From an optimization exercise on the open Yosys and OpenROAD flow, aimed at small area, a short achievable clock period and few clock cycles per item; shortcuts taken in it are not production practice.
The RTL was checked by simulation tests, not by an equivalence proof against the original design.

$ cat run.sh
#!/bin/bash
# synth_recipe.tcl (not shown) runs the flow's synth.tcl, then flattens the netlist and writes it again
# the make line also repeats each setting of config.mk as NAME=value (left out here)
make -C /OpenROAD-flow-scripts/flow DESIGN_CONFIG=/design/flow/config.mk WORK_HOME=/design/flow/orfs CLKGATE_MAP_FILE= SYNTH_SCRIPT=/design/flow/synth_recipe.tcl finish
$ cat config.mk
export PLATFORM = sky130hd
export DESIGN_NAME = multDivUnit
export DESIGN_NICKNAME = multDivUnit
export VERILOG_FILES = /design/flow/design.v
export SDC_FILE = /design/flow/constraint.sdc
export NUM_CORES = 4
export LEC_CHECK = 0
export CAP_MARGIN = 20
export CORE_MARGIN = 2
export CORE_UTILIZATION = 40
export SETUP_SLACK_MARGIN = 1.0
export SLEW_MARGIN = 20
$ cat constraint.sdc
create_clock -name core_clock -period 6.0 [get_ports {clk}]
set_input_delay 1.2000 -clock core_clock [delete_from_list [all_inputs] [get_ports {clk}]]
set_output_delay 1.2000 -clock core_clock [all_outputs]
set_load 0.01 [all_outputs]
$ cat design.v
`timescale 1ns/1ns
`default_nettype none
package mdPkg;
  localparam int XLen = 32;
  localparam logic [2:0] opMul    = 3'b000;
  localparam logic [2:0] opMulh   = 3'b001;
  localparam logic [2:0] opMulhsu = 3'b010;
  localparam logic [2:0] opMulhu  = 3'b011;
  localparam logic [2:0] opDiv    = 3'b100;
  localparam logic [2:0] opDivu   = 3'b101;
  localparam logic [2:0] opRem    = 3'b110;
  localparam logic [2:0] opRemu   = 3'b111;
endpackage
`default_nettype wire
`timescale 1ns/1ns
`default_nettype none
import mdPkg::*;
module multDivUnit (
  input  logic        clk,
  input  logic        reset,
  input  logic [2:0]  reqOp,
  input  logic [31:0] reqLOp,
  input  logic [31:0] reqROp,
  input  logic        reqValid,
  output logic        reqCredit,
  output logic [31:0] respResult,
  output logic        respDivByZero,
  output logic        respDivOverflow,
  output logic        respValid,
  input  logic        respCredit
);
  localparam logic [2:0] sGrant = 3'd0;   
  localparam logic [2:0] sWait  = 3'd1;   
  localparam logic [2:0] sPrep  = 3'd2;   
  localparam logic [2:0] sMul   = 3'd3;   
  localparam logic [2:0] sDiv   = 3'd4;   
  localparam logic [2:0] sCorr  = 3'd5;   
  localparam logic [2:0] sHold  = 3'd6;   
  localparam logic [2:0] sRfix  = 3'd7;   
  logic [2:0]  state;
  logic [1:0]  respCnt;
  logic [33:0] A;
  logic [34:0] H;
  logic [31:0] Lo;
  logic [4:0]  count;
  logic [5:0]  lzR;
  logic        isRem;
  logic        negR;
  logic        divAdd;
  logic        corr;
  logic        selLo;
  logic        dbz;
  logic        ovf;
  logic        yOne0;
  logic        yTwo0;
  logic        yInv0;
  logic        yOne1;
  logic        yTwo1;
  logic        yInv1;
  logic        yCin;
  logic        divMode;
  logic        divSub;
  logic        inv0;
  logic        cin0;
  logic        qFix;
  function automatic logic [5:0] clz32(input logic [31:0] v);
    logic [15:0] v16;
    logic [7:0]  v8;
    logic [3:0]  v4;
    logic [1:0]  v2;
    logic        z16;
    logic        z8;
    logic        z4;
    logic        z2;
    z16 = (v[31:16] == 16'd0);
    v16 = z16 ? v[15:0] : v[31:16];
    z8  = (v16[15:8] == 8'd0);
    v8  = z8 ? v16[7:0] : v16[15:8];
    z4  = (v8[7:4] == 4'd0);
    v4  = z4 ? v8[3:0] : v8[7:4];
    z2  = (v4[3:2] == 2'd0);
    v2  = z2 ? v4[1:0] : v4[3:2];
    if (v == 32'd0) clz32 = 6'd32;
    else clz32 = {1'b0, z16, z8, z4, z2, ~v2[1]};
  endfunction
  function automatic logic [2:0] booth(input logic b1, input logic b0, input logic bm);
    booth = {b0 ^ bm, (b1 & ~b0 & ~bm) | (~b1 & b0 & bm), b1};
  endfunction
  logic        inDiv;
  logic        inSgnDiv;
  logic        inNegL;
  logic        inNegR;
  logic        inLZero;
  logic [5:0]  inLzL;
  logic [5:0]  inLzR;
  logic [2:0]  inBooth0;
  logic [2:0]  inBooth1;
  assign inDiv    = reqOp[2];
  assign inSgnDiv = reqOp[2] & ~reqOp[0];
  assign inNegL   = inSgnDiv & reqLOp[31];
  assign inNegR   = inSgnDiv & reqROp[31];
  assign inLZero  = inLzL[5] & ~inNegL;
  assign inLzL    = clz32(reqLOp ^ {32{inNegL}});
  assign inLzR    = clz32(reqROp ^ {32{inNegR}});
  assign inBooth0 = booth(reqROp[1], reqROp[0], 1'b0);
  assign inBooth1 = booth(reqROp[3], reqROp[2], reqROp[1]);
  logic [2:0]  nextBooth0;
  logic [2:0]  nextBooth1;
  assign nextBooth0 = booth(Lo[5], Lo[4], Lo[3]);
  assign nextBooth1 = booth(Lo[7], Lo[6], Lo[5]);
  logic [1:0] respCntNext;
  logic       avail;
  assign respCntNext = respCnt + {1'b0, respCredit} - {1'b0, respValid};
  assign avail       = (respCntNext != 2'd0);
  logic [36:0] aExt;
  logic [36:0] xVal;
  logic [36:0] yVal0;
  logic [36:0] yVal1;
  logic [36:0] csaS;
  logic [36:0] csaC;
  logic [36:0] sum;
  assign aExt  = {{3{A[33]}}, A};
  assign xVal  = {{2{H[34]}}, H};
  assign divSub = divMode & H[34];
  assign inv0   = yInv0 ^ divSub;
  assign cin0   = yCin ^ divSub ^ (qFix & Lo[0]);
  assign yVal0  = (({37{yOne0}} & aExt) | ({37{yTwo0}} & {aExt[35:0], 1'b0})) ^ {37{inv0}};
  assign yVal1 = (({37{yOne1}} & {aExt[34:0], 2'b0}) | ({37{yTwo1}} & {aExt[33:0], 3'b0})) ^ {37{yInv1}};
  assign csaS  = xVal ^ yVal0 ^ yVal1;
  assign csaC  = (xVal & yVal0) | (xVal & yVal1) | (yVal0 & yVal1);
  prefixAdd #(.N(37)) i_add (
    .a   (csaS),
    .b   ({csaC[35:0], yInv1}),
    .cin (cin0),
    .s   (sum)
  );
  logic [6:0] shAmt;
  logic       skipDiv;
  logic       qBit;
  logic       fixNeed;
  logic       divNegL;
  logic [4:0] inLzLc;
  assign divNegL = divAdd ^ negR;
  assign qBit    = ~(sum[36] ^ negR);
  assign fixNeed = isRem ? negR : divAdd;
  assign inLzLc  = (inLzL == 6'd32) ? 5'd31 : inLzL[4:0];
  assign shAmt   = {2'b0, count} + {6'd0, negR} - {1'b0, lzR};
  assign skipDiv = dbz | shAmt[6];
  logic       lastStep;
  logic [2:0] nextState;
  logic       respNow;
  logic       corrMul;
  logic       corrDiv;
  assign lastStep = (count == 5'd0);
  always_comb begin
    nextState = state;
    respNow   = 1'b0;
    corrMul   = 1'b0;
    corrDiv   = 1'b0;
    case (state)
      sGrant: begin
        nextState = sWait;
      end
      sWait: begin
        if (reqValid) begin
          nextState = inDiv ? sPrep : sMul;
        end
      end
      sPrep: begin
        if (!skipDiv) nextState = sDiv;
        else respNow = 1'b1;
      end
      sMul: begin
        if (lastStep) begin
          if (corr) begin
            nextState = sCorr;
            corrMul   = 1'b1;
          end else begin
            respNow = 1'b1;
          end
        end
      end
      sDiv: begin
        if (lastStep) begin
          if (isRem && !qBit) begin
            nextState = sRfix;
          end else if (fixNeed) begin
            nextState = sCorr;
            corrDiv   = ~isRem;
          end else begin
            respNow = 1'b1;
          end
        end
      end
      sRfix: begin
        if (negR) nextState = sCorr;
        else respNow = 1'b1;
      end
      default: begin   
        respNow = 1'b1;
      end
    endcase
    if (respNow) nextState = avail ? sGrant : sHold;
  end
  always_ff @(posedge clk) begin
    if (reset) begin
      divMode   <= 1'b0;
      qFix      <= 1'b0;
      state     <= sGrant;
      respCnt   <= 2'd0;
      reqCredit <= 1'b0;
      respValid <= 1'b0;
    end else begin
      divMode   <= ((state == sPrep) && !skipDiv) || ((state == sDiv) && (!lastStep || (isRem && !qBit)));
      state     <= nextState;
      qFix      <= (state == sDiv) && lastStep && !isRem && fixNeed;
      respCnt   <= respCntNext;
      reqCredit <= (state == sGrant);
      respValid <= respNow && avail;
    end
  end
  always_ff @(posedge clk) begin
    {yOne0, yTwo0, yInv0, yCin} <= 4'b0000;
    {yOne1, yTwo1, yInv1}       <= 3'b000;
    case (state)
      sWait: begin
        if (reqValid) begin
          if (inDiv) begin
            yInv0 <= inNegR;
          end else begin
            {yOne0, yTwo0, yInv0} <= inBooth0;
            yCin                  <= inBooth0[0];
            {yOne1, yTwo1, yInv1} <= inBooth1;
          end
        end
      end
      sPrep: begin
        if (!skipDiv) {yOne0, yInv0, yCin} <= {1'b1, ~divNegL, ~divNegL};
      end
      sMul: begin
        if (!lastStep) begin
          {yOne0, yTwo0, yInv0} <= nextBooth0;
          yCin                  <= nextBooth0[0];
          {yOne1, yTwo1, yInv1} <= nextBooth1;
        end else if (corr) begin
          yOne0 <= 1'b1;                           
        end
      end
      sDiv: begin
        if (!lastStep) begin
          {yOne0, yInv0, yCin} <= {1'b1, ~divNegL, ~divNegL};
        end else if (!isRem) begin
          if (fixNeed) {yOne0, yInv0, yCin} <= 3'b111;    
        end else if (!qBit) begin
          {yOne0, yInv0, yCin} <= {1'b1, ~divNegL, ~divNegL};
        end else begin
          yCin <= negR;                                   
        end
      end
      sRfix: begin
        yCin <= negR;                                     
      end
      default: begin
      end
    endcase
  end
  always_ff @(posedge clk) begin
    case (state)
      sWait: begin
        if (reqValid) H <= {{3{inNegR}}, reqROp} & {35{inDiv}};
        else H <= sum[34:0];
      end
      sMul: begin
        H <= {{2{sum[36]}}, sum[36:4]};
      end
      sDiv: begin
        if (lastStep && !isRem) H <= '0;
        else H <= sum[34:0];
      end
      default: begin
        H <= sum[34:0];
      end
    endcase
  end
  always_ff @(posedge clk) begin
    case (state)
      sWait: begin
        if (reqValid) begin
          A      <= {{2{reqLOp[31] & (inNegL | reqOp == opMulh | reqOp == opMulhsu)}}, reqLOp};
          Lo     <= reqROp;
          count  <= inDiv ? inLzLc : 5'd7;
          lzR    <= inLzR;
          isRem  <= reqOp[1];
          negR   <= inNegR;
          divAdd <= inNegL ^ inNegR;
          corr   <= ~reqOp[2] & reqOp[1] & reqROp[31];
          selLo  <= (reqOp == opMul) | (reqOp[2:1] == 2'b10);
          dbz    <= inDiv & inLZero;
          ovf    <= inLzL[5] & inNegL & (reqROp == 32'h8000_0000);
        end
      end
      sPrep: begin
        A     <= A << shAmt[4:0];
        count <= shAmt[4:0];
        if (skipDiv) selLo <= 1'b1;
        if (!(skipDiv && isRem)) Lo <= {32{dbz}};
      end
      sMul: begin
        Lo    <= {sum[3:0], Lo[31:4]};
        count <= count - 5'd1;
      end
      sDiv: begin
        Lo    <= {Lo[30:0], qBit};
        count <= count - 5'd1;
        if (lastStep) begin
          if (!isRem) begin
            A <= {2'b0, Lo[30:0], 1'b0};
            if (fixNeed) selLo <= 1'b0;
          end
        end else begin
          A <= {A[33], A[33:1]};
        end
      end
      default: begin
      end
    endcase
  end
  assign respResult      = selLo ? Lo : H[31:0];
  assign respDivByZero   = dbz;
  assign respDivOverflow = ovf;
endmodule
module prefixAdd #(
  parameter int N = 35
) (
  input  logic [N-1:0] a,
  input  logic [N-1:0] b,
  input  logic         cin,
  output logic [N-1:0] s
);
  localparam int L = $clog2(N + 1);
  logic [N:0] g [0:L];
  logic [N:0] p [0:L];
  assign g[0] = {a & b, cin};
  assign p[0] = {a ^ b, 1'b0};
  for (genvar l = 1; l <= L; l++) begin : g_level
    for (genvar i = 0; i <= N; i++) begin : g_bit
      if (i >= (1 << (l - 1))) begin : g_merge
        assign g[l][i] = g[l-1][i] | (p[l-1][i] & g[l-1][i - (1 << (l - 1))]);
        assign p[l][i] = p[l-1][i] & p[l-1][i - (1 << (l - 1))];
      end else begin : g_pass
        assign g[l][i] = g[l-1][i];
        assign p[l][i] = p[l-1][i];
      end
    end
  end
  assign s = p[0][N:1] ^ g[L][N-1:0];
endmodule
`default_nettype wire
==> results of run 1 <==
-- registers in the layout, summed over array words and instances, names as in the netlist, 2 cells and up --
signal   flops
H           35
A           34
Lo          32
lzR          6
count        5
state        3
respCnt      2
-- cells by family after synthesis --
logic type,Yosys count,share of synthesized area [%]
buf+inv,291,7.534
simple gates,539,16.49
xor+xnor,139,8.403
flops,135,23.89
fa+ha+maj,89,9.382
compound gates,656,29.37
mux,63,4.935
-- critical path: stages, from the launching register on --
cell and delay, ns:
dfxtp_1 0.48, nand2_1 0.23, xor2_4 0.28, buf_12 0.19, xnor2_1 0.10, fa_1 0.49
inv_1 0.05, ha_1 0.39, a21oi_1 0.27, o21ai_0 0.13, a21oi_1 0.44, a31oi_4 0.22
a31oi_2 0.33, buf_4 0.19, xor2_2 0.31, xnor2_1 0.22, o2111ai_1 0.14, o21a_1 0.16
-- cell type report --
class	instances	share of cell area, %
Tap cell	468	3.459
Inverter	138	3.060
Sequential cell	135	20.94
Timing Repair Buffer	144	8.092
Clock inverter	14	1.035
Clock buffer	18	2.535
Multi-Input combinational cell	1486	60.88
-- per-layer routing --
metal | share of wire, % | vias up
met5 | 0 | -
met4 | 4.7 | 0
met3 | 9.9 | 178
met2 | 44 | 981
met1 | 41 | 7462
li1 | - | 6984
-- how the worst max path moves through the flow --
stage,start,endpoint,slack [ns]
floorplan,H[34],H[28],1.25
global placement,H[34],Lo[0],0.69
detailed placement,H[34],Lo[0],0.63
CTS,H[34],Lo[0],1.01
global route,H[34],Lo[0],0.90
finish,H[34],Lo[0],1.13
-- repair_timing --
action	in CTS	in global routing
endpoints found under the setup margin	18	16
buffers inserted	1	0
cloned	0	0
resized for setup	1	8
pin swaps	1	0
-- synthesized netlist by cell type (37+ instances only) --
cell and count:
a22oi_1 101, dfxtp_1 51, clkbuf_1 134, nor2_1 134, mux2i_1 45, ha_1 52
inv_1 135, nand2_1 239, edfxtp_1 84, fa_1 37, o21ai_0 121, a21oi_1 161
xnor2_1 113, a31oi_1 42
==> impl_metrics.yaml, run 1 <==
placement:
  pre_cts_ws_ns: 0.6286
  io_buffers: 106
  dpl.hpwl_microns: 45390
  routabilityCongestion: 0.9959
  post_dp_cell_area_sq_um: 16230
  dp_cells: 2369
global_routing:
  grt_pass1_vias: 14650
  grt-ovfl-total: 0
  grt_pass1_wl_microns: 89970
  antenna_found_initial: 0
  top_usage_layer: "met2"
  grt_use_met2_pct: 48.37
  grtUsageTotal_pct: 30.74
  grt_use_met1_pct: 41.76
  met3_usage_pct: 4.363
  grt_max_degree: 63
synthesis:
  synth_top_area_share_pct: 17.01
  synth_flop_cell: "edfxtp_1"
  avgSynthCellArea_sq_um: 7.757
  synth_cells: 1912
  postSynth.asyncResetShare_pct: 0
  ys_seq_elements: 135
  yosys_warnings: 4
  synth_edf_count: 84
  syn-num-nets: 2072
  synth_area_leaders: "edfxtp_1 17%, dfxtp_1 6.9%, xnor2_1 6.7%"
  syn-cell-area_sq_um: 14830
  synth_area_leader_cell: "edfxtp_1"
  seq_area_frac_synth_pct: 23.89
  synth_cell_types: 93
worst_setup_path:
  crit_required_ns: 6.20
  r2r-end: "Lo[0]"
  crit_type: "reg -> reg"
  r2r_cells: 17
  r2r_slack_ns: 1.13
  crit_path_end_kind: "flip-flop"
  worstPathArrival_ns: 5.07
  r2r-start: "H[34]"
  cp_max_fo: 12
  startpoint_type: "flip-flop"
timing:
  fin_setup_tns_ns: 0
  period_share_pct: 81.16
  relSlewSlack_pct: 28.67
  clock_skew_ns: 0.009108
  finalHoldWorstSlack_ns: 0.6800
  hold_viol_final: 0
  finalSetupViolCount: 0
  drv_slew: 0
  timing.fmax_mhz: 205.4
  layout_setup_ws_ns: 1.131
  grt_setup_unrepaired: "yes"
  worst_pin_slew_ns: 1.067
  post-route-min-period_ns: 4.869
die:
  ioPinCount: 107
  die-area_sq_um: 38630
  start_util_pct: 40.61
  rows: 70
  core_area_sq_um: 36520
  die_w_microns: 196.6
  die_h_microns: 196.6
flow_run:
  cap_viol_max_count: 0
clock_tree:
  htreeDepth: 4
  cts.hold.buffers_added: 0
  tritoncts: "yes"
  worstSkewPairLatency_ns: 0.45
  clock_path_buffers: 2
  cts.sinks: 135
  cts_buffers: 17
  root_buffer: "clkbuf_16"
  clkTransAtPathRegs_ns: 0.06
routing:
  drc: 0
  antenna_left: 0
  avgViaCountPerCell: 6.494
  wl_microns: 60310
  firstDrtPassIters: 9
  drtIter0Drc: 2233
  routedWlPerCell_microns: 25.10
  vias: 15610
layout:
  multiInputGateArea_sq_um: 10310
  antenna_cells: 0
  drive_gt1_share_pct: 6.718
  final_common_cell: "nand2_1"
  register_area_sq_um: 3545
  fin_nets: 2082
  area_delta_synth_final_pct: 14.16
  final_cell_area_sq_um: 16930
  final_cell_mix: "238 x nand2_1, 161 x a21oi_1, 135 x inv_1, 133 x nor2_1, 119 x o21ai_0"
  fillers: 3575
  final_cells: 2403
  fin_util_pct: 46.35
worst_hold_path:
  min_path_cells: 3
  worst_hold_startpoint: "respCnt[1]"
  min_to: "respCnt[1]"
  hp-class: "reg -> reg"
outcome:
  outcome: "complete, no violations"
Testbench counts, summed over its fixed seeds: cycles 34,639, ops 3,200.
==> inputs of run 2 (changes only) <==
==> flow/run.sh (new file) <==
#!/bin/bash
set -o pipefail
export BUFFER_PORTS_ARGS="-buffer_cell sky130_fd_sc_hd__buf_1"
bash standard.sh > standard.log 2>&1
==> standard.sh (new file) <==
#!/bin/bash
# synth_recipe.tcl (not shown) runs the flow's synth.tcl, then flattens the netlist and writes it again
# the make line also repeats each setting of config.mk as NAME=value (left out here)
make -C /OpenROAD-flow-scripts/flow DESIGN_CONFIG=/design/flow/config.mk WORK_HOME=/design/flow/orfs CLKGATE_MAP_FILE= SYNTH_SCRIPT=/design/flow/synth_recipe.tcl "${@:-finish}"
--- a/config.mk
+++ b/config.mk
@@ -8,5 +8,7 @@
 export CAP_MARGIN = 20
 export CORE_MARGIN = 2
 export CORE_UTILIZATION = 40
-export SETUP_SLACK_MARGIN = 1.0
+export CTS_CLUSTER_DIAMETER = 150
+export CTS_CLUSTER_SIZE = 40
+export SETUP_SLACK_MARGIN = 1.5
 export SLEW_MARGIN = 20
removed: run.sh
==> run 2 against run 1 <==
  * Clock-buffer cell count increased by 1
  * Final cell count is essentially flat
  * Critical path type unchanged
  * Largest cell class unchanged
==> impl_metrics.yaml, run 2 <==
clock_tree:
  worstSkewPairLatency_ns: 0.44
  clkTransAtPathRegs_ns: 0.07
  tritoncts: "yes"
  htreeDepth: 4
  cts_buffers: 17
  root_buffer: "clkbuf_16"
  cts.sinks: 135
  clock_path_buffers: 2
synthesis:
  synth_cells: 1912
  ys_seq_elements: 135
  synth_common_cells: "239 x nand2_1, 161 x a21oi_1, 135 x inv_1"
  synth_area_leaders: "edfxtp_1 17%, dfxtp_1 6.9%, xnor2_1 6.7%"
  seq_area_frac_synth_pct: 23.89
  yosys_warnings: 4
  syn-num-nets: 2072
  syn-cell-area_sq_um: 14830
  synth_edf_count: 84
  synth_area_leader_cell: "edfxtp_1"
  synth_cell_types: 93
  synth_flop_cell: "edfxtp_1"
  postSynth.asyncResetShare_pct: 0
  synth.most_common_cell: "nand2_1"
  synth_top_area_share_pct: 17.01
  avgSynthCellArea_sq_um: 7.757
timing:
  drv_slew: 0
  relSlewSlack_pct: 28.13
  layout_setup_ws_ns: 1.610
  clock_skew_ns: 0.01051
  finalSetupViolCount: 0
  worst_pin_slew_ns: 1.076
  grt_setup_unrepaired: "yes"
  post-route-min-period_ns: 4.390
  fin_setup_tns_ns: 0
  hold_viol_final: 0
  period_share_pct: 73.17
  timing.fmax_mhz: 227.8
routing:
  drtIter0Drc: 2281
  firstDrtPassIters: 7
  avgViaCountPerCell: 6.536
  wl_microns: 60500
  antenna_left: 0
  routedWlPerCell_microns: 25.20
  drc: 0
  vias: 15690
die:
  rows: 70
  die_w_microns: 196.6
  start_util_pct: 40.61
  ioPinCount: 107
  die_h_microns: 196.6
  core_area_sq_um: 36520
  die-area_sq_um: 38630
layout:
  area_delta_synth_final_pct: 10.55
  final_cell_area_sq_um: 16390
  drive_gt1_share_pct: 7.915
  fin_nets: 2080
  regMostFlops: "H"
  fillers: 3682
  reg_top3: "H: 35 flops, A: 34 flops, Lo: 32 flops"
  fin_util_pct: 44.89
  final_cell_mix: "237 x nand2_1, 154 x a21oi_1, 135 x inv_1, 132 x nor2_1, 116 x o21ai_0"
  final_common_cell: "nand2_1"
  antenna_cells: 0
  largest_reg_flops: 35
worst_hold_path:
  hp-class: "reg -> reg"
  worst_hold_startpoint: "respCnt[1]"
  min_path_cells: 3
  min_to: "respCnt[1]"
worst_setup_path:
  cp_max_fo: 9
  crit_path_end_kind: "flip-flop"
  crit_required_ns: 6.33
  crit_start: "H[34]"
  r2r_slack_ns: 1.61
  crit_chain: "nand2_2 -> xor2_4 -> buf_8 -> xor2_1 -> fa_1 -> ha_1 -> nand3_1 -> nor4_2 -> a32oi_2 -> a31oi_4 -> a21oi_2 -> o311ai_2 -> o211ai_1 -> xnor2_1 -> a221o_1"
  r2r-start: "H[34]"
  cp_slowest_cell: "fa_1"
  worstPathArrival_ns: 4.72
  critPathTopFamily: "compound AO/OA/AOI/OAI gates"
  r2r-end: "H[28]"
  critPathMaxStageDelay_ns: 0.46
  startpoint_type: "flip-flop"
  crit_type: "reg -> reg"
  critPathBufInv: 1
  r2r_cells: 15
global_routing:
  antenna_found_initial: 0
  grt_pass1_wl_microns: 90540
  grt_max_degree: 63
  grt-ovfl-total: 0
  grtUsageTotal_pct: 30.77
  grt_pass1_vias: 14860
placement:
  routabilityCongestion: 0.9745
  io_buffers: 106
  dpl.hpwl_microns: 45010
  pre_cts_ws_ns: 0.6078
  post_dp_cell_area_sq_um: 15540
flow_run:
  cap_viol_max_count: 0
outcome:
  outcome: "complete, no violations"
-- run 2: cell count changes in the layout (fill, tap and decap cells not counted), sizes merged --
cell | before | now
clkdlybuf4s50 | 106 | 0
buf | 38 | 140
clkbuf | 18 | 21
clkinv | 9 | 7
inv | 138 | 139
-- run 2: repair_timing --
item | CTS | global route
setup buffers | 2 | 2
pin swaps | 3 | 5
gates resized for setup | 18 | 32
endpoints found under the setup margin | 32 | 29
hold buffers | 0 | 0
-- run 2: how the worst max path moves through the flow --
stage / slack, ns / depth (start not counted) / endpoint
after floorplan: 1.58 / 17 / H[28]
after global placement: 0.80 / 16 / Lo[0]
after detailed placement: 0.61 / 15 / Lo[0]
after CTS: 1.46 / 16 / Lo[0]
after global routing: 1.45 / 16 / H[28]
final: 1.61 / 15 / H[28]
-- run 2: routing by layer --
layer / global-route usage (%) / part of all wire [%]
met2: 47.90 / 45
met3: 4.894 / 9.0
met1: 41.58 / 41
met4: 15.15 / 5.1
met5: 0 / 0
-- run 2: kinds of logic (layout without fill, tap and decap cells) --
| family | after synthesis | in the layout | synth area share [%] |
|---|---|---|---|
| fa+ha+maj | 89 | 89 | 9.382 |
| compound gates | 656 | 656 | 29.37 |
| buf+inv | 291 | 312 | 7.534 |
| mux | 63 | 63 | 4.935 |
| simple gates | 539 | 539 | 16.49 |
| flops | 135 | 135 | 23.89 |
| xor+xnor | 139 | 139 | 8.403 |
-- run 2: stage by stage --
stage	hold slack [ns]	cells
after global placement	0.6482	2365
after global routing	0.7130	2401
after detailed placement	0.6531	2365
after floorplan	0.5655	1912
final	0.6786	2401
after CTS	0.6686	2399
-- run 2: worst reg2reg max path: cells and delay by family, from the launching register on --
kind / cells / cell delay, ns
AO/OA/AOI/OAI: 6 / 1.63
buffers and inverters: 1 / 0.19
XOR/XNOR: 3 / 0.66
AND/OR/NAND/NOR: 3 / 0.57
adder cells (fa/ha/maj): 2 / 0.85
flip-flops: 1 / 0.40
-- run 2: layout make-up --
cell class	count	area, sq um	share of cell area, %
clock buffers	19	432.9	2.641
clock inverters	13	170.2	1.038
inverters	138	518.0	3.160
multi-input cells	1486	10440	63.67
flip-flops and latches	135	3551	21.66
well taps	468	585.6	3.572
repair buffers	142	698.2	4.259
==> inputs of run 3 (changes only) <==
--- a/config.mk
+++ b/config.mk
@@ -8,7 +8,5 @@
 export CAP_MARGIN = 20
 export CORE_MARGIN = 2
 export CORE_UTILIZATION = 40
-export CTS_CLUSTER_DIAMETER = 150
-export CTS_CLUSTER_SIZE = 40
 export SETUP_SLACK_MARGIN = 1.5
 export SLEW_MARGIN = 20
==> run 3 against run 2 <==
  * Design area is the same
  * Still clean on timing, DRC and antenna
  * Critical path type unchanged
  * Critical endpoint unchanged
  * Non-clock buffer count is the same
  * Synthesized cell count is the same
  * Register-to-register slack is essentially flat
  * Sequential share of layout area is the same
  * Utilization is the same
  * Clock-buffer cell count is the same
  * Largest cell class unchanged
==> impl_metrics.yaml, run 3 <==
clock_tree:
  htreeDepth: 4
  root_buffer: "clkbuf_16"
  cts.sinks: 135
  clock_path_buffers: 2
  worstSkewPairLatency_ns: 0.44
  clkTransAtPathRegs_ns: 0.07
  tritoncts: "yes"
  cts_buffers: 17
  cts.hold.buffers_added: 0
placement:
  routabilityCongestion: 0.9745
  io_buffers: 106
  dpl.hpwl_microns: 45010
outcome:
  outcome: "complete, no violations"
layout:
  area_delta_synth_final_pct: 10.55
  final_common_cell: "nand2_1"
  reg_top3: "H: 35 flops, A: 34 flops, Lo: 32 flops"
  antenna_cells: 0
  multiInputGateArea_sq_um: 10440
  drive_gt1_share_pct: 7.915
  final_cell_mix: "237 x nand2_1, 154 x a21oi_1, 135 x inv_1, 132 x nor2_1, 116 x o21ai_0"
  largest_reg_flops: 35
  fin_util_pct: 44.89
  fin_nets: 2080
  regMostFlops: "H"
  fillers: 3682
  register_area_sq_um: 3551
worst_setup_path:
  critPathBufInv: 1
  crit_required_ns: 6.33
  crit_path_end_kind: "flip-flop"
  critPathMaxStageDelay_ns: 0.46
  crit_type: "reg -> reg"
  worstPathArrival_ns: 4.72
  cp_max_fo: 9
  startpoint_type: "flip-flop"
  critPathTopFamily: "compound AO/OA/AOI/OAI gates"
  crit_chain: "nand2_2 -> xor2_4 -> buf_8 -> xor2_1 -> fa_1 -> ha_1 -> nand3_1 -> nor4_2 -> a32oi_2 -> a31oi_4 -> a21oi_2 -> o311ai_2 -> o211ai_1 -> xnor2_1 -> a221o_1"
  cp_slowest_cell: "fa_1"
die:
  die_h_microns: 196.6
  ioPinCount: 107
  start_util_pct: 40.61
  die-area_sq_um: 38630
  die_w_microns: 196.6
  rows: 70
  core_area_sq_um: 36520
timing:
  fin_setup_tns_ns: 0
  timing.fmax_mhz: 227.8
  worst_pin_slew_ns: 1.076
  finalHoldWorstSlack_ns: 0.6786
  finalSetupViolCount: 0
  post-route-min-period_ns: 4.390
  relSlewSlack_pct: 28.13
  hold_viol_final: 0
  period_share_pct: 73.17
  drv_slew: 0
  grt_setup_unrepaired: "yes"
  clock_skew_ns: 0.01051
global_routing:
  grt-ovfl-total: 0
  grt_max_degree: 63
  grt_pass1_wl_microns: 90540
  grtUsageTotal_pct: 30.77
  grt_pass1_vias: 14860
  antenna_found_initial: 0
synthesis:
  synth_area_leader_cell: "edfxtp_1"
  synth_edf_count: 84
  synth_cells: 1912
  synth_top_area_share_pct: 17.01
  syn-num-nets: 2072
  synth_cell_types: 93
  avgSynthCellArea_sq_um: 7.757
  seq_area_frac_synth_pct: 23.89
  synth_common_cells: "239 x nand2_1, 161 x a21oi_1, 135 x inv_1"
  synth.most_common_cell: "nand2_1"
  ys_seq_elements: 135
  yosys_warnings: 4
  postSynth.asyncResetShare_pct: 0
  synth_area_leaders: "edfxtp_1 17%, dfxtp_1 6.9%, xnor2_1 6.7%"
  syn-cell-area_sq_um: 14830
  synth_flop_cell: "edfxtp_1"
flow_run:
  cap_viol_max_count: 0
routing:
  drc: 0
  antenna_left: 0
  avgViaCountPerCell: 6.536
  routedWlPerCell_microns: 25.20
  drtIter0Drc: 2281
  vias: 15690
  firstDrtPassIters: 7
  wl_microns: 60500
worst_hold_path:
  hp-class: "reg -> reg"
==> run 3: cell counts after synthesis <==
No cell type changed its count.
==> run 3: logic make-up (layout without fill, tap and decap cells) <==
| group | Yosys count | count (layout) | share of synthesized area (%) |
|---|---|---|---|
| AOI/OAI and AO/OA | 656 | 656 | 29.37 |
| adders and majority gates | 89 | 89 | 9.382 |
| muxes | 63 | 63 | 4.935 |
| xor gates and xnor gates | 139 | 139 | 8.403 |
| buffers and inverters | 291 | 312 | 7.534 |
| and+or+nand+nor | 539 | 539 | 16.49 |
| DFF | 135 | 135 | 23.89 |
==> run 3: stage by stage <==
stage	instance area (sq um)	cells	setup slack [ns]
global route	16390	2401	1.445
global placement	15540	2365	0.7977
finish	16390	2401	1.610
detailed placement	15540	2365	0.6078
CTS	16240	2399	1.458
floorplan	14840	1912	1.582
==> run 3: metal layers <==
layer	wire length [microns]	track usage (%)	up-vias	share of wire, %
met5	0	0	-	0
met4	3113	15.15	0	5.1
met3	5436	4.894	184	9.0
met2	26960	47.90	948	45
met1	24990	41.58	7560	41
li1	-	-	7002	-
==> run 3: path summary, 6_finish.rpt <==
kind               from    endpoint  slack, ns  cells past startpoint
min          respCnt[1]  respCnt[1]       0.68                      3
min reg2reg  respCnt[1]  respCnt[1]       0.68                      3
max               H[34]       H[28]       1.61                     15
max reg2reg       H[34]       H[28]       1.61                     15
==> run 3: worst reg2reg max path, delay by kind of cell (launching register included) <==
kind	cells	cell delay, ns
buffers and inverters	1	0.19
adder cells (fa/ha/maj)	2	0.85
XOR/XNOR	3	0.66
flip-flops	1	0.40
AO/OA/AOI/OAI	6	1.63
AND/OR/NAND/NOR	3	0.57
==> run 3: repair_timing <==
item,in CTS,in global routing
endpoints found under the setup margin,32,29
buffers inserted,2,2
pin swaps,3,5
resized for setup,18,32
==> run 3: area by class of cell <==
cell class	instances	area share [%]
flip-flops and latches	135	21.66
repair buffers	142	4.259
clock buffers	19	2.641
well taps	468	3.572
inverters	138	3.160
clock inverters	13	1.038
multi-input cells	1486	63.67
==> inputs of run 4 (changes only) <==
==> flow/run.sh (replaced) <==
#!/bin/bash
set -o pipefail
export BUFFER_PORTS_ARGS="-buffer_cell sky130_fd_sc_hd__buf_1"
bash standard.sh ADDER_MAP_FILE= finish > standard.log 2>&1
==> run 4 against run 3 <==
  * Synthesized cell count up 13%
  * Critical endpoint is now Lo[0]
  * Largest cell class unchanged
  * Critical path depth is 2 higher
  * Synthesized area grew 15%
  * Still clean on timing, DRC and antenna
==> impl_metrics.yaml, run 4 <==
worst_setup_path:
  startpoint_type: "flip-flop"
  critPathMostFrequentCell: "buf_4"
  critPathTopFamily: "compound AO/OA/AOI/OAI gates"
  critPathMaxStageDelay_ns: 0.51
  crit_type: "reg -> reg"
  cp_slowest_cell: "edfxtp_1"
  crit_chain: "buf_4 -> a22oi_2 -> xnor3_1 -> maj3_2 -> or2_4 -> and2_1 -> a311o_1 -> a31o_2 -> nand3_1 -> nand2_2 -> a211oi_2 -> buf_4 -> o31ai_4 -> xnor2_4 -> xnor2_1 -> a222oi_1 -> a21oi_1"
  crit_path_end_kind: "flip-flop"
  worstPathArrival_ns: 4.59
  critPathBufInv: 2
  cp_max_fo: 6
  crit_required_ns: 6.17
timing:
  layout_setup_ws_ns: 1.587
  drv_slew: 0
  hold_viol_final: 0
  relSlewSlack_pct: 34.93
  post-route-min-period_ns: 4.413
  timing.fmax_mhz: 226.6
  grt_setup_unrepaired: "yes"
  fin_setup_tns_ns: 0
  period_share_pct: 73.55
  worst_pin_slew_ns: 0.9724
  finalSetupViolCount: 0
  clock_skew_ns: 0.01171
layout:
  largest_reg_flops: 35
  area_delta_synth_final_pct: 18.82
  drive_gt1_share_pct: 17.83
  antenna_cells: 0
  fin_util_pct: 48.17
  final_common_cell: "nand2_1"
  reg_top3: "H: 35 flops, A: 34 flops, Lo: 32 flops"
  regMostFlops: "H"
  fin_nets: 2369
  fillers: 4086
  final_cell_mix: "225 x nand2_1, 202 x nor2_1, 169 x mux2i_1, 164 x xnor2_1, 157 x buf_4"
synthesis:
  ys_seq_elements: 135
  seq_area_frac_synth_pct: 20.84
  syn-num-nets: 2232
  synth_area_leader_cell: "edfxtp_1"
  synth_top_area_share_pct: 14.83
  synth_common_cells: "229 x nand2_1, 206 x nor2_1, 201 x xnor2_1"
  synth_area_leaders: "edfxtp_1 15%, xnor2_1 10%, mux2i_1 10%"
  synth.most_common_cell: "nand2_1"
  postSynth.asyncResetShare_pct: 0
  synth_flop_cell: "edfxtp_1"
  syn-cell-area_sq_um: 17010
  avgSynthCellArea_sq_um: 7.870
  synth_edf_count: 84
  synth_cells: 2161
  synth_cell_types: 90
  yosys_warnings: 4
die:
  die_h_microns: 210.2
  rows: 75
  core_area_sq_um: 41950
  start_util_pct: 40.54
  ioPinCount: 107
  die_w_microns: 210.2
  die-area_sq_um: 44180
clock_tree:
  cts.sinks: 135
  clkTransAtPathRegs_ns: 0.06
  cts.hold.buffers_added: 0
  clock_path_buffers: 2
  root_buffer: "clkbuf_16"
  cts_buffers: 17
  htreeDepth: 4
  tritoncts: "yes"
  worstSkewPairLatency_ns: 0.45
global_routing:
  grt_max_degree: 62
  antenna_found_initial: 1
  grt_pass1_wl_microns: 103700
  grt-ovfl-total: 0
  grt_pass1_vias: 16970
  grtUsageTotal_pct: 30.55
outcome:
  outcome: "complete, no violations"
worst_hold_path:
  hp-class: "reg -> reg"
flow_run:
  cap_viol_max_count: 0
routing:
  avgViaCountPerCell: 6.419
  vias: 18290
  drc: 0
  firstDrtPassIters: 6
  routedWlPerCell_microns: 24.64
  antenna_left: 0
  wl_microns: 70230
  drtIter0Drc: 2257
placement:
  dpl.hpwl_microns: 50760
  io_buffers: 106
  pre_cts_ws_ns: 0.5755
  routabilityCongestion: 0.9666
==> run 4: worst paths after layout <==
| path | start | depth (start not counted) | to | slack (ns) |
|---|---|---|---|---|
| worst max-delay path | A[1] | 17 | Lo[0] | 1.59 |
| worst min-delay path | respCnt[1] | 2 | respCnt[1] | 0.60 |
| worst max register to register | A[1] | 17 | Lo[0] | 1.59 |
| worst min register to register | respCnt[1] | 2 | respCnt[1] | 0.60 |
==> run 4: cells by family after synthesis <==
| kind of cell | synth area share, % |
|---|---|
| and+or+nand+nor | 17.30 |
| AOI/OAI and AO/OA | 25.71 |
| xor gates and xnor gates | 15.94 |
| buffers and inverters | 5.290 |
| muxes | 12.56 |
| DFF | 20.84 |
| adders and majority gates | 2.369 |
==> run 4: timing repair <==
item	CTS	global route
pin swaps	14	46
endpoints found under the setup margin	31	21
resized for setup	77	93
endpoints found under the hold margin	0	0
buffers inserted	44	91
cloned	3	1
==> run 4: layout make-up <==
type | instances | area, sq um | area share (%)
multi-input combinational | 1819 | 13350 | 66.09
sequential | 135 | 3573 | 17.68
timing repair buffer | 281 | 1882 | 9.313
tap | 539 | 674.4 | 3.337
clock buffer | 20 | 446.7 | 2.211
inverter | 44 | 172.7 | 0.8545
clock inverter | 12 | 103.9 | 0.5139
==> run 4: per-layer routing <==
layer	GRT usage (%)	routed length, microns	vias up
met3	3.799	6100	178
met2	49.38	31830	1006
met4	13.38	3394	0
met5	0	0	-
met1	41.02	28910	8822
li1	-	-	8287
==> run 4: worst register-to-register path: cells and delay by family, from the launching register on <==
kind / cells / cell delay, ns
AOI/OAI and AO/OA: 7 / 1.52
xor gates and xnor gates: 3 / 0.70
and+or+nand+nor: 4 / 0.64
DFF: 1 / 0.51
buffers and inverters: 2 / 0.39
adders and majority gates: 1 / 0.36
==> run 4: through the flow <==
stage / cells / hold slack, ns / instance area [sq um]
5_1_grt: 2850 / 0.6439 / 20210
3_3_place_gp: 2679 / 0.5708 / 17710
4_1_cts: 2758 / 0.6013 / 18960
2_1_floorplan: 2161 / 0.5355 / 17020
3_5_place_dp: 2679 / 0.5911 / 17710
6_report: 2850 / 0.6024 / 20210
==> inputs of run 5 (changes only) <==
--- a/design.v
+++ b/design.v
@@ -58,9 +58,6 @@
   logic        yTwo1;
   logic        yInv1;
   logic        yCin;
-  logic        divMode;
-  logic        divSub;
-  logic        inv0;
   logic        cin0;
   logic        qFix;
   function automatic logic [5:0] clz32(input logic [31:0] v);
@@ -121,10 +118,8 @@
   logic [36:0] sum;
   assign aExt  = {{3{A[33]}}, A};
   assign xVal  = {{2{H[34]}}, H};
-  assign divSub = divMode & H[34];
-  assign inv0   = yInv0 ^ divSub;
-  assign cin0   = yCin ^ divSub ^ (qFix & Lo[0]);
-  assign yVal0  = (({37{yOne0}} & aExt) | ({37{yTwo0}} & {aExt[35:0], 1'b0})) ^ {37{inv0}};
+  assign cin0   = yCin ^ (qFix & Lo[0]);
+  assign yVal0  = (({37{yOne0}} & aExt) | ({37{yTwo0}} & {aExt[35:0], 1'b0})) ^ {37{yInv0}};
   assign yVal1 = (({37{yOne1}} & {aExt[34:0], 2'b0}) | ({37{yTwo1}} & {aExt[33:0], 3'b0})) ^ {37{yInv1}};
   assign csaS  = xVal ^ yVal0 ^ yVal1;
   assign csaC  = (xVal & yVal0) | (xVal & yVal1) | (yVal0 & yVal1);
@@ -137,11 +132,13 @@
   logic [6:0] shAmt;
   logic       skipDiv;
   logic       qBit;
+  logic       subNext;
   logic       fixNeed;
   logic       divNegL;
   logic [4:0] inLzLc;
   assign divNegL = divAdd ^ negR;
   assign qBit    = ~(sum[36] ^ negR);
+  assign subNext = ~sum[36] ^ divNegL;
   assign fixNeed = isRem ? negR : divAdd;
   assign inLzLc  = (inLzL == 6'd32) ? 5'd31 : inLzL[4:0];
   assign shAmt   = {2'b0, count} + {6'd0, negR} - {1'b0, lzR};
@@ -204,14 +201,12 @@
   end
   always_ff @(posedge clk) begin
     if (reset) begin
-      divMode   <= 1'b0;
       qFix      <= 1'b0;
       state     <= sGrant;
       respCnt   <= 2'd0;
       reqCredit <= 1'b0;
       respValid <= 1'b0;
     end else begin
-      divMode   <= ((state == sPrep) && !skipDiv) || ((state == sDiv) && (!lastStep || (isRem && !qBit)));
       state     <= nextState;
       qFix      <= (state == sDiv) && lastStep && !isRem && fixNeed;
       respCnt   <= respCntNext;
@@ -235,7 +230,7 @@
         end
       end
       sPrep: begin
-        if (!skipDiv) {yOne0, yInv0, yCin} <= {1'b1, ~divNegL, ~divNegL};
+        if (!skipDiv) {yOne0, yInv0, yCin} <= {1'b1, ~divAdd, ~divAdd};
       end
       sMul: begin
         if (!lastStep) begin
@@ -248,11 +243,11 @@
       end
       sDiv: begin
         if (!lastStep) begin
-          {yOne0, yInv0, yCin} <= {1'b1, ~divNegL, ~divNegL};
+          {yOne0, yInv0, yCin} <= {1'b1, subNext, subNext};
         end else if (!isRem) begin
           if (fixNeed) {yOne0, yInv0, yCin} <= 3'b111;    
         end else if (!qBit) begin
-          {yOne0, yInv0, yCin} <= {1'b1, ~divNegL, ~divNegL};
+          {yOne0, yInv0, yCin} <= {1'b1, divAdd, divAdd};
         end else begin
           yCin <= negR;                                   
         end
==> flow/run.sh (replaced) <==
#!/bin/bash
set -o pipefail
export BUFFER_PORTS_ARGS="-buffer_cell sky130_fd_sc_hd__buf_1"
bash standard.sh > standard.log 2>&1
--- a/config.mk
+++ b/config.mk
@@ -8,5 +8,5 @@
 export CAP_MARGIN = 20
 export CORE_MARGIN = 2
 export CORE_UTILIZATION = 40
-export SETUP_SLACK_MARGIN = 1.5
+export SETUP_SLACK_MARGIN = 1.8
 export SLEW_MARGIN = 20
==> run 5 against run 4 <==
  * Global-route usage up 1.0 points
  * Die area down 13%
  * Critical path type unchanged
  * Utilization down 1.8 points
  * Sequential share of layout area up 3.3 points
  * Clock-buffer cell count down 1
  * Hold slack better by 0.037 ns
  * Final cell count down 14%
  * Synthesized area down 13%
==> impl_metrics.yaml, run 5 <==
synthesis:
  synth_flop_cell: "edfxtp_1"
  syn-num-nets: 2078
  syn-cell-area_sq_um: 14750
  postSynth.asyncResetShare_pct: 0
  yosys_warnings: 4
  synth_cells: 1918
  ys_seq_elements: 134
  synth_edf_count: 84
  avgSynthCellArea_sq_um: 7.692
  synth_top_area_share_pct: 17.10
  synth.most_common_cell: "nand2_1"
  synth_area_leaders: "edfxtp_1 17%, dfxtp_1 6.8%, nand2_1 6.5%"
  synth_common_cells: "255 x nand2_1, 172 x a21oi_1, 133 x inv_1"
  synth_cell_types: 88
  synth_area_leader_cell: "edfxtp_1"
  seq_area_frac_synth_pct: 23.88
worst_setup_path:
  r2r_slack_ns: 1.80
  r2r_cells: 14
  r2r-start: "A[3]"
  startpoint_type: "flip-flop"
  r2r-end: "state[2]"
  crit_start: "A[3]"
  crit_chain: "a22oi_2 -> xnor2_4 -> fa_1 -> inv_2 -> ha_4 -> nand4_1 -> inv_1 -> and3_1 -> a311o_2 -> a41oi_4 -> mux2i_2 -> or3_4 -> and2_4 -> o41ai_2"
  crit_type: "reg -> reg"
  critPathTopFamily: "compound AO/OA/AOI/OAI gates"
  critPathMaxStageDelay_ns: 0.58
  worstPathArrival_ns: 4.55
  cp_slowest_cell: "fa_1"
  crit_required_ns: 6.35
  crit_path_end_kind: "flip-flop"
  critPathBufInv: 2
  crit_cells: 14
  cp_max_fo: 5
  endpoint: "state[2]"
global_routing:
  grt-ovfl-total: 0
  grt_pass1_vias: 14510
  grtUsageTotal_pct: 31.58
  grt_use_met2_pct: 47.54
  grt_use_met1_pct: 43.18
  top_usage_layer: "met2"
  antenna_found_initial: 2
  met3_usage_pct: 5.381
  grt_pass1_wl_microns: 91190
  grt_max_degree: 58
die:
  core_area_sq_um: 36430
  die_w_microns: 196.1
  die-area_sq_um: 38440
  die_h_microns: 196.1
  start_util_pct: 40.49
  ioPinCount: 107
  rows: 70
layout:
  fillers: 3664
  fin_util_pct: 46.33
  largest_reg_flops: 35
  final_cells: 2455
  register_area_sq_um: 3538
  drive_gt1_share_pct: 11.37
  regMostFlops: "H"
  multiInputGateArea_sq_um: 10550
  fin_nets: 2134
  final_common_cell: "nand2_1"
  final_cell_mix: "253 x nand2_1, 167 x a21oi_1, 131 x inv_1, 127 x o21ai_0, 105 x buf_1"
  reg_top3: "H: 35 flops, A: 34 flops, Lo: 32 flops"
  antenna_cells: 0
  area_delta_synth_final_pct: 14.42
timing:
  post-route-min-period_ns: 4.203
  finalSetupViolCount: 0
  period_share_pct: 70.05
  fin_setup_tns_ns: 0
  hold_viol_final: 0
  clock_skew_ns: 0.01485
  relSlewSlack_pct: 38.01
  grt_setup_unrepaired: "yes"
  drv_slew: 0
  worst_pin_slew_ns: 0.9298
  timing.fmax_mhz: 237.9
clock_tree:
  cts_buffers: 17
  worstSkewPairLatency_ns: 0.45
  clock_path_buffers: 2
  cts.sinks: 134
  tritoncts: "yes"
  root_buffer: "clkbuf_16"
  clkTransAtPathRegs_ns: 0.07
  cts.hold.buffers_added: 0
  htreeDepth: 4
routing:
  avgViaCountPerCell: 6.505
  firstDrtPassIters: 8
  drtIter0Drc: 2198
  drc: 0
  vias: 15970
  wl_microns: 62780
  routedWlPerCell_microns: 25.57
  antenna_left: 0
outcome:
  outcome: "complete, no violations"
placement:
  routabilityCongestion: 0.9688
  io_buffers: 106
  dpl.hpwl_microns: 45410
  dp_cells: 2373
flow_run:
  cap_viol_max_count: 0
worst_hold_path:
  hp-class: "reg -> reg"
run 5: worst min-delay path, delay by kind of cell (launching register included):
kind | cells | cell delay (ns)
xor gates and xnor gates | 2 | 0.20
and+or+nand+nor | 1 | 0.08
DFF | 1 | 0.32
run 5: through the flow:
stage	hold slack (ns)	setup slack [ns]	area [sq um]
after global routing	0.6920	1.678	16880
after global placement	0.6128	1.056	15450
after detailed placement	0.6291	1.137	15450
after CTS	0.6481	1.804	16230
final	0.6398	1.797	16880
after floorplan	0.5341	1.844	14750
run 5: worst min path at each step:
stage	start	end	slack [ns]	depth (start not counted)
after floorplan	Lo[31]	Lo[27]	0.53	2
after global placement	respCnt[1]	respCnt[1]	0.61	3
after detailed placement	respCnt[1]	respCnt[1]	0.63	3
after CTS	respCnt[1]	respCnt[1]	0.65	3
after global routing	respCnt[1]	respCnt[1]	0.69	3
final	respCnt[1]	respCnt[1]	0.64	3
run 5: cells by family after synthesis:
logic type                 Yosys count  share of synthesized area [%]
AOI/OAI and AO/OA                  613                          27.50
xor gates and xnor gates           128                          7.743
adders and majority gates           89                          9.430
buffers and inverters              285                          7.369
DFF                                134                          23.88
muxes                               55                          4.588
and+or+nand+nor                    614                          19.49
run 5: what timing repair did:
action	CTS	global route
endpoints found under the setup margin	38	32
gates resized for setup	28	56
setup buffers	5	44
gates cloned	0	1
pin swaps	5	21
run 5: layout make-up:
| type | instances | area share, % |
|---|---|---|
| clock buffers | 19 | 2.750 |
| clock inverters | 13 | 0.9932 |
| inverters | 134 | 3.031 |
| multi-input cells | 1499 | 62.47 |
| flip-flops and latches | 134 | 20.96 |
| well taps | 468 | 3.469 |
| repair buffers | 187 | 6.300 |
| repair inverters | 1 | 0.02965 |
run 5: routing by layer:
metal	share of wire [%]	vias up
li1	-	7084
met1	40	7654
met3	11	192
met5	0	-
met4	5.2	0
met2	44	1041
Testbench counts of run 5, summed over its fixed seeds: cycles 34,639, ops 3,200.
==> inputs of run 6 (changes only) <==
--- a/config.mk
+++ b/config.mk
@@ -7,6 +7,6 @@
 export LEC_CHECK = 0
 export CAP_MARGIN = 20
 export CORE_MARGIN = 2
-export CORE_UTILIZATION = 40
-export SETUP_SLACK_MARGIN = 1.8
+export CORE_UTILIZATION = 50
+export SETUP_SLACK_MARGIN = 1.5
 export SLEW_MARGIN = 20
==> run 6 against run 5 <==
  * Sequential share of layout area is 1.0 points higher
  * Clock skew hardly changed
  * Non-clock buffer count decreased by 43
  * Synthesized area stayed put
  * Wire length is 2.5% lower
  * Final cell count is 5.2% lower
  * Utilization is 9.4 points higher
  * Still clean
  * Highest routed layer is now met5
  * Fmax is 3.3% lower
  * Die area shrank 20%
  * First-iteration DRC count down 1.4%
  * Critical path type unchanged
  * Hold slack worse by 0.045 ns
==> impl_metrics.yaml, run 6 <==
outcome:
  outcome: "complete, no violations"
routing:
  wl_microns: 61190
  routedWlPerCell_microns: 26.28
  drc: 0
  vias: 15820
  drtIter0Drc: 2168
  avgViaCountPerCell: 6.797
  antenna_left: 0
  firstDrtPassIters: 8
die:
  die_w_microns: 175.8
  ioPinCount: 107
  die-area_sq_um: 30900
  die_h_microns: 175.8
  rows: 62
  core_area_sq_um: 28860
  start_util_pct: 51.13
layout:
  fin_nets: 2091
  area_delta_synth_final_pct: 9.091
  final_cell_mix: "254 x nand2_1, 171 x a21oi_1, 132 x inv_1, 128 x o21ai_0, 106 x buf_1"
  antenna_cells: 0
  largest_reg_flops: 35
  drive_gt1_share_pct: 6.944
  fin_util_pct: 55.78
  final_common_cell: "nand2_1"
  regMostFlops: "H"
  reg_top3: "H: 35 flops, A: 34 flops, Lo: 32 flops"
synthesis:
  ys_seq_elements: 134
  synth_top_area_share_pct: 17.10
  seq_area_frac_synth_pct: 23.88
  synth_cells: 1918
  synth.most_common_cell: "nand2_1"
  synth_flop_cell: "edfxtp_1"
  synth_cell_types: 88
  yosys_warnings: 4
  syn-cell-area_sq_um: 14750
  synth_area_leader_cell: "edfxtp_1"
  synth_common_cells: "255 x nand2_1, 172 x a21oi_1, 133 x inv_1"
  synth_area_leaders: "edfxtp_1 17%, dfxtp_1 6.8%, nand2_1 6.5%"
  postSynth.asyncResetShare_pct: 0
  avgSynthCellArea_sq_um: 7.692
  synth_edf_count: 84
  syn-num-nets: 2078
timing:
  grt_setup_unrepaired: "no"
  worst_pin_slew_ns: 1.212
  finalSetupViolCount: 0
  finalHoldWorstSlack_ns: 0.5949
  fin_setup_tns_ns: 0
  hold_viol_final: 0
  clock_skew_ns: 0.01509
  period_share_pct: 72.47
  drv_slew: 0
  post-route-min-period_ns: 4.348
  relSlewSlack_pct: 19.17
  timing.fmax_mhz: 230.0
clock_tree:
  root_buffer: "clkbuf_16"
  clkTransAtPathRegs_ns: 0.07
  cts_buffers: 17
  cts.sinks: 134
  htreeDepth: 4
  clock_path_buffers: 2
  tritoncts: "yes"
  worstSkewPairLatency_ns: 0.44
  cts.hold.buffers_added: 0
global_routing:
  grt-ovfl-total: 0
  grt_pass1_wl_microns: 91510
  grt_pass1_vias: 14680
  grt_max_degree: 64
  antenna_found_initial: 1
  grtUsageTotal_pct: 39.05
placement:
  io_buffers: 106
  routabilityCongestion: 1.029
  dpl.hpwl_microns: 45760
worst_setup_path:
  startpoint_type: "flip-flop"
  crit_path_end_kind: "flip-flop"
  cp_max_fo: 21
  crit_type: "reg -> reg"
  crit_required_ns: 6.33
  r2r_cells: 14
  worstPathArrival_ns: 4.68
worst_hold_path:
  min_path_cells: 2
  hp-class: "reg -> reg"
flow_run:
  cap_viol_max_count: 0
run 6: metal layers:
| layer | up-vias | share of wire [%] | GRT usage, % |
|---|---|---|---|
| li1 | 7016 | - | - |
| met1 | 7553 | 41 | 54.42 |
| met2 | 1099 | 44 | 59.76 |
| met3 | 154 | 11 | 7.078 |
| met4 | 2 | 4.0 | 15.84 |
| met5 | - | 0.018 | 0 |
run 6: what timing repair did:
| item | in CTS | in global routing |
|---|---|---|
| setup buffers | 0 | 1 |
| resized for setup | 6 | 16 |
| pin swaps | 0 | 3 |
| gates cloned | 0 | 1 |
| setup endpoints to repair | 21 | 26 |
run 6: final timing paths:
kind | startpoint | to | slack [ns]
worst max-delay path | yInv1 | state[0] | 1.65
worst min-delay path | Lo[31] | Lo[27] | 0.59
worst max register to register | yInv1 | state[0] | 1.65
worst min register to register | Lo[31] | Lo[27] | 0.59
run 6: critical path, stage by stage (launching register included):
cell and delay [ns]:
dfxtp_4 0.46, clkinv_1 0.11, buf_4 0.26, xnor2_1 0.19
fa_1 0.52, inv_1 0.05, ha_1 0.42, nand2_1 0.14
or3_1 0.49, nor3_2 0.33, a41oi_4 0.24, mux2i_1 0.20
or3_4 0.40, and2_4 0.18, a2111oi_2 0.25
run 6: cell families (layout without fill, tap and decap cells):
logic type	Yosys count	in the layout	share of synthesized area, %
mux	55	55	4.588
flops	134	134	23.88
buf+inv	285	311	7.369
fa+ha+maj	89	89	9.430
simple gates	614	614	19.49
xor+xnor	128	128	7.743
compound gates	613	613	27.50
run 6: layout make-up:
| cell class | instances | area, sq um |
|---|---|---|
| fill | 2864 | 12760 |
| inverter | 134 | 506.7 |
| multi-input combinational | 1499 | 10270 |
| clock inverter | 13 | 168.9 |
| tap | 384 | 480.5 |
| timing repair inverter | 1 | 5.005 |
| timing repair buffer | 144 | 690.7 |
| clock buffer | 19 | 432.9 |
| sequential | 134 | 3538 |
run 6: through the flow:
step | worst slack (ns) | cells | cell area [sq um]
after floorplan | 1.844 | 1918 | 14750
after global placement | 1.285 | 2294 | 15380
after detailed placement | 1.218 | 2294 | 15380
after CTS | 1.501 | 2326 | 16000
after global routing | 1.487 | 2328 | 16100
final | 1.652 | 2328 | 16100
==> inputs of run 7 (changes only) <==
--- a/config.mk
+++ b/config.mk
@@ -7,6 +7,7 @@
 export LEC_CHECK = 0
 export CAP_MARGIN = 20
 export CORE_MARGIN = 2
-export CORE_UTILIZATION = 50
+export CORE_UTILIZATION = 40
+export CTS_BUF_LIST = sky130_fd_sc_hd__clkbuf_8
 export SETUP_SLACK_MARGIN = 1.5
 export SLEW_MARGIN = 20
==> run 7 against run 6 <==
  * Die area up 24%
  * First-iteration DRC count fell by 5.9%
  * Clock-buffer cell count decreased by 1
  * Critical path depth is the same
  * Sequential cell count unchanged
  * Clock skew rose by 0.0049 ns
  * Synthesized cell count unchanged
  * Global-route usage fell by 7.8 points
  * Sequential share of layout area about the same
  * Critical path type unchanged
  * Highest routed layer is now met4
==> impl_metrics.yaml, run 7 <==
worst_setup_path:
  crit_type: "reg -> reg"
  critPathMostFrequentCell: "inv_1"
  startpoint_type: "flip-flop"
  crit_path_end_kind: "flip-flop"
  cp_slowest_cell: "edfxtp_1"
  cp_max_fo: 7
  crit_chain: "a22oi_1 -> xnor2_2 -> fa_1 -> inv_1 -> ha_1 -> nand4_1 -> inv_1 -> and3_1 -> a311o_2 -> a41oi_4 -> mux2i_1 -> or3_4 -> and2_4 -> o41ai_2"
  worstPathArrival_ns: 4.77
  critPathMaxStageDelay_ns: 0.56
  crit_required_ns: 6.39
synthesis:
  synth_common_cells: "255 x nand2_1, 172 x a21oi_1, 133 x inv_1"
  syn-cell-area_sq_um: 14750
  synth_area_leaders: "edfxtp_1 17%, dfxtp_1 6.8%, nand2_1 6.5%"
  synth_cell_types: 88
  seq_area_frac_synth_pct: 23.88
  synth_area_leader_cell: "edfxtp_1"
  synth_top_area_share_pct: 17.10
  synth_edf_count: 84
  ys_seq_elements: 134
  syn-num-nets: 2078
  avgSynthCellArea_sq_um: 7.692
  synth_flop_cell: "edfxtp_1"
  postSynth.asyncResetShare_pct: 0
  synth.most_common_cell: "nand2_1"
  synth_cells: 1918
  yosys_warnings: 4
worst_hold_path:
  hp-class: "reg -> reg"
outcome:
  outcome: "complete, no violations"
timing:
  worst_pin_slew_ns: 0.9182
  clock_skew_ns: 0.01996
  fin_setup_tns_ns: 0
  grt_setup_unrepaired: "yes"
  timing.fmax_mhz: 228.4
  relSlewSlack_pct: 38.79
  drv_slew: 0
  hold_viol_final: 0
  period_share_pct: 72.98
  post-route-min-period_ns: 4.379
  finalSetupViolCount: 0
clock_tree:
  clock_path_buffers: 2
  root_buffer: "clkbuf_8"
  cts.sinks: 134
  clkTransAtPathRegs_ns: 0.09
  tritoncts: "yes"
  cts_buffers: 17
  htreeDepth: 4
  worstSkewPairLatency_ns: 0.50
flow_run:
  cap_viol_max_count: 0
routing:
  wl_microns: 61550
  routedWlPerCell_microns: 25.53
  vias: 15690
  antenna_left: 0
  firstDrtPassIters: 9
  drc: 0
  drtIter0Drc: 2040
  avgViaCountPerCell: 6.506
global_routing:
  grt_pass1_vias: 14350
  grt-ovfl-total: 0
  grt_pass1_wl_microns: 90470
  grtUsageTotal_pct: 31.28
  antenna_found_initial: 1
  grt_max_degree: 58
placement:
  dpl.hpwl_microns: 45410
  post_dp_cell_area_sq_um: 15450
  routabilityCongestion: 0.9688
  io_buffers: 106
layout:
  final_cell_mix: "254 x nand2_1, 169 x a21oi_1, 133 x inv_1, 127 x o21ai_0, 106 x buf_1"
  regMostFlops: "H"
  fin_nets: 2090
  area_delta_synth_final_pct: 8.879
  fin_util_pct: 44.09
  final_common_cell: "nand2_1"
  reg_top3: "H: 35 flops, A: 34 flops, Lo: 32 flops"
  largest_reg_flops: 35
  antenna_cells: 0
  drive_gt1_share_pct: 7.205
  final_cell_area_sq_um: 16060
die:
  start_util_pct: 40.49
  die_w_microns: 196.1
  die-area_sq_um: 38440
  core_area_sq_um: 36430
  die_h_microns: 196.1
  ioPinCount: 107
  rows: 70
-- run 7: per-stage QoR --
stage          hold slack (ns)  cells  worst slack (ns)
2_1_floorplan           0.5341   1918             1.844
3_5_place_dp            0.6291   2373             1.137
6_report                0.6470   2411             1.621
4_1_cts                 0.6534   2406             1.518
5_1_grt                 0.6957   2411             1.412
3_3_place_gp            0.6128   2373             1.056
-- run 7: timing repair --
| item | CTS | global route |
|---|---|---|
| setup endpoints to repair | 21 | 28 |
| hold buffers | 0 | 0 |
| buffers inserted | 1 | 5 |
| gates resized for setup | 13 | 16 |
| cloned | 0 | 0 |
| pin swaps | 2 | 1 |
-- run 7: cell families (layout without fill, tap and decap cells) --
family / Yosys count / after routing / share of synthesized area (%)
adder cells (fa/ha/maj): 89 / 89 / 9.430
multiplexers: 55 / 55 / 4.588
flip-flops: 134 / 134 / 23.88
XOR/XNOR: 128 / 128 / 7.743
AO/OA/AOI/OAI: 613 / 613 / 27.50
AND/OR/NAND/NOR: 614 / 614 / 19.49
buffers and inverters: 285 / 310 / 7.369
-- run 7: worst paths after layout --
kind                    from         end  slack, ns  cells past startpoint
hold / removal    respCnt[1]  respCnt[1]       0.65                      3
setup / recovery        A[1]    state[2]       1.62                     14
hold reg to reg   respCnt[1]  respCnt[1]       0.65                      3
setup reg to reg        A[1]    state[2]       1.62                     14
-- run 7: cell type report --
cell class / count / area (sq um)
clock buffer: 18 / 247.7
timing repair buffer: 144 / 710.7
tap: 468 / 585.6
multi-input combinational: 1499 / 10280
inverter: 134 / 505.5
fill: 3740 / 20370
clock inverter: 14 / 197.7
sequential: 134 / 3538
-- run 7: critical path, delay by kind of cell, from the launching register on --
kind,cells,cell delay (ns)
and+or+nand+nor,4,0.94
adders and majority gates,2,0.86
muxes,1,0.17
AOI/OAI and AO/OA,4,1.48
buffers and inverters,2,0.11
DFF,1,0.56
xor gates and xnor gates,1,0.14
-- run 7: layer usage --
| layer | vias to the layer above | track usage [%] | routed length, microns |
|---|---|---|---|
| met2 | 1009 | 47.44 | 26840 |
| met4 | 0 | 15.32 | 3224 |
| met3 | 198 | 5.140 | 6392 |
| met1 | 7478 | 43.23 | 25090 |
| li1 | 7002 | - | - |
| met5 | - | 0 | 0 |

[static timing again, ports no longer ideal]
No port has a modelled driver above. Below, the same layouts with a new extraction and two added sets of constraints. Step 1 (the two cells are an assumption about what drives the block):
set clk [get_ports {clk}]
set_driving_cell -lib_cell sky130_fd_sc_hd__clkbuf_16 $clk
set_driving_cell -lib_cell sky130_fd_sc_hd__buf_2 [delete_from_list [all_inputs] $clk]
Step 2 moves the port delays by t, midway between the first and last clock arrival at a register: inputs arrive t later, outputs are due t later. That takes back most of the time a late clock gives input paths. a / b / c = no drivers / after step 1 / after step 2; a / b = the first two.
run	t, ns	slack for setup (ns)	worst setup path at the end
run 1	0.498	1.131 / 1.131 / 0.894	input to register
run 2	0.488	1.610 / 1.610 / 1.337	input to register
run 3	0.488	1.610 / 1.610 / 1.337	input to register
run 4	0.498	1.587 / 1.587 / 1.271	input to register
run 5	0.502	1.797 / 1.797 / 1.462	input to register
run 6	0.488	1.652 / 1.652 / 1.248	input to register
run 7	0.538	1.621 / 1.621 / 1.205	input to register
After both steps setup and hold are still met in every run listed. For run 7, which loses most, drivers alone change the setup slack by 0.000 ns; drivers and shift together by -0.416 ns.
